Source: an optimization exercise on an open RTL-to-GDS flow (aim: small area). Production flows keep margins and buffers that such runs may drop.
Only simulation tests tie the RTL to the original design; equivalence was not proved.

Setup of the reference run:
// mips_multi
module mips_multi #(
  parameter int unsigned ADDR_W   = 32,
  parameter logic [31:0] RESET_PC = 32'h0000_0000
) (
  input  logic              clk,
  input  logic              rst,
  output logic              mem_req,
  output logic              mem_we,
  output logic [ADDR_W-1:0] mem_addr,
  output logic [31:0]       mem_wdata,
  input  logic [31:0]       mem_rdata,
  input  logic              mem_ready,
  output logic              halted,
  output logic [31:0]       retired
);
  localparam logic [3:0] S_CLR = 4'd0;    
  localparam logic [3:0] S_EX1 = 4'd1;    
  localparam logic [3:0] S_EX2 = 4'd2;    
  localparam logic [3:0] S_EX3 = 4'd13;   
  localparam logic [3:0] S_EXL = 4'd3;    
  localparam logic [3:0] S_EXS = 4'd4;    
  localparam logic [3:0] S_EXR = 4'd5;    
  localparam logic [3:0] S_FW  = 4'd6;    
  localparam logic [3:0] S_LW  = 4'd7;    
  localparam logic [3:0] S_ST  = 4'd8;    
  localparam logic [3:0] S_ALF = 4'd9;    
  localparam logic [3:0] S_ALL = 4'd10;   
  localparam logic [3:0] S_ALR = 4'd11;   
  localparam logic [3:0] S_HLT = 4'd12;   
  logic [3:0]  r_state;
  logic [3:0]  r_ph;
  logic [4:0]  r_rt;
  logic [31:0] r_x;
  logic        r_c;       
  logic        r_pcc;     
  logic        r_kc;      
  logic        r_flag;    
  logic [31:0][31:0] r_ring;
  logic [31:0] r_cnt;
  logic ph0, ph1, ph15, ph_ge1, ph_le13;
  assign ph0     = (r_ph == 4'd0);
  assign ph1     = (r_ph == 4'd1);
  assign ph15    = (r_ph == 4'd15);
  assign ph_ge1  = !ph0;
  assign ph_le13 = (r_ph <= 4'd13);
  logic st_clr, st_ex1, st_ex2, st_ex3, st_exl, st_exs, st_exr_run, st_st;
  assign st_clr = (r_state == S_CLR) || rst;
  assign st_ex1 = (r_state == S_EX1);
  assign st_ex2 = (r_state == S_EX2);
  assign st_ex3 = (r_state == S_EX3);
  assign st_exl = (r_state == S_EXL);
  ...
For scale: ~130 I/O pins.
Settings: LEC_CHECK=0, ABC_AREA=1, CAP_MARGIN=0, CORE_MARGIN=2, CORE_UTILIZATION=45, SLEW_MARGIN=0; clock period 10.0 ns.
standard.sh (not shown) runs the stock make flow with config.mk's settings and CLKGATE_MAP_FILE= SYNTH_SCRIPT=/design/flow/synth_recipe.tcl, a recipe that flattens the netlist after the stock synthesis.
==> flow/flow/run.sh <==
#!/bin/bash
# Standard ORFS layout (the standard.sh) with two changes in how it is made:
# the port buffers use the smallest buffer cell (every port still gets one), and
# clock tree synthesis runs with its own arguments (no dummy balancing loads).
set -euo pipefail
export BUFFER_PORTS_ARGS="-buffer_cell sky130_fd_sc_hd__buf_1"
export CTS_ARGS="-sink_clustering_enable -repair_clock_nets -dont_use_dummy_load -buf_list sky130_fd_sc_hd__clkbuf_4 -sink_clustering_size 13 -sink_clustering_max_diameter 45"
bash standard.sh > standard_flow.log 2>&1
The reference run: all stages complete, timing, DRC and antenna checks passed
For the trial run, these inputs were changed with respect to the reference run:
--- a/flow/flow/run.sh
+++ b/flow/flow/run.sh
@@ -5,4 +5,4 @@
 set -euo pipefail
 export BUFFER_PORTS_ARGS="-buffer_cell sky130_fd_sc_hd__buf_1"
-export CTS_ARGS="-sink_clustering_enable -repair_clock_nets -dont_use_dummy_load -buf_list sky130_fd_sc_hd__clkbuf_4 -sink_clustering_size 13 -sink_clustering_max_diameter 45"
+export CTS_ARGS="-sink_clustering_enable -repair_clock_nets -dont_use_dummy_load -buf_list sky130_fd_sc_hd__clkbuf_4 -sink_clustering_size 12 -sink_clustering_max_diameter 45"
 bash standard.sh > standard_flow.log 2>&1
--- a/flow/config.mk
+++ b/flow/config.mk
@@ -9,4 +9,4 @@
 export CAP_MARGIN = 0
 export CORE_MARGIN = 2
-export CORE_UTILIZATION = 45
+export CORE_UTILIZATION = 40
 export SLEW_MARGIN = 0
--- outcome ---
The wire length of the first global-routing pass of the trial run is higher than that of the reference run.
Between the reference run and the trial run, the number of nets at the end of the flow does not differ in any meaningful way.
The trial run vs the reference run, setup slack after placement went up by 22 ps.
Relative to the reference run, the final cell area reported for the trial run is higher.

afterwards: timing with drivers on the ports:
No port has a modelled driver above. Below, the same layouts with a new extraction and two added sets of constraints.
Step 1 (the two cells are an assumption about what drives the block):
set clk [get_ports {clk}]
set_driving_cell -lib_cell sky130_fd_sc_hd__clkbuf_16 $clk
set_driving_cell -lib_cell sky130_fd_sc_hd__buf_2 [delete_from_list [all_inputs] $clk]
Step 2 moves the port delays by t, midway between the first and last clock arrival at a register: inputs arrive t later, outputs are due t later. That takes back most of the time a late clock gives input paths.
Slacks: ideal ports / drivers / drivers and shift; pairs: ideal ports / drivers.
run	t, ns	setup slack, ns	worst setup path at the end	slew at the worst register clock pin (ns)	pins driven straight from the clock port
the reference run	0.898	2.588 / 2.532 / 3.289	register to register	0.12 / 0.12	1
the trial run	0.898	2.419 / 2.367 / 3.265	register to output	0.12 / 0.12	1
After both steps setup and hold are still met in every run listed.
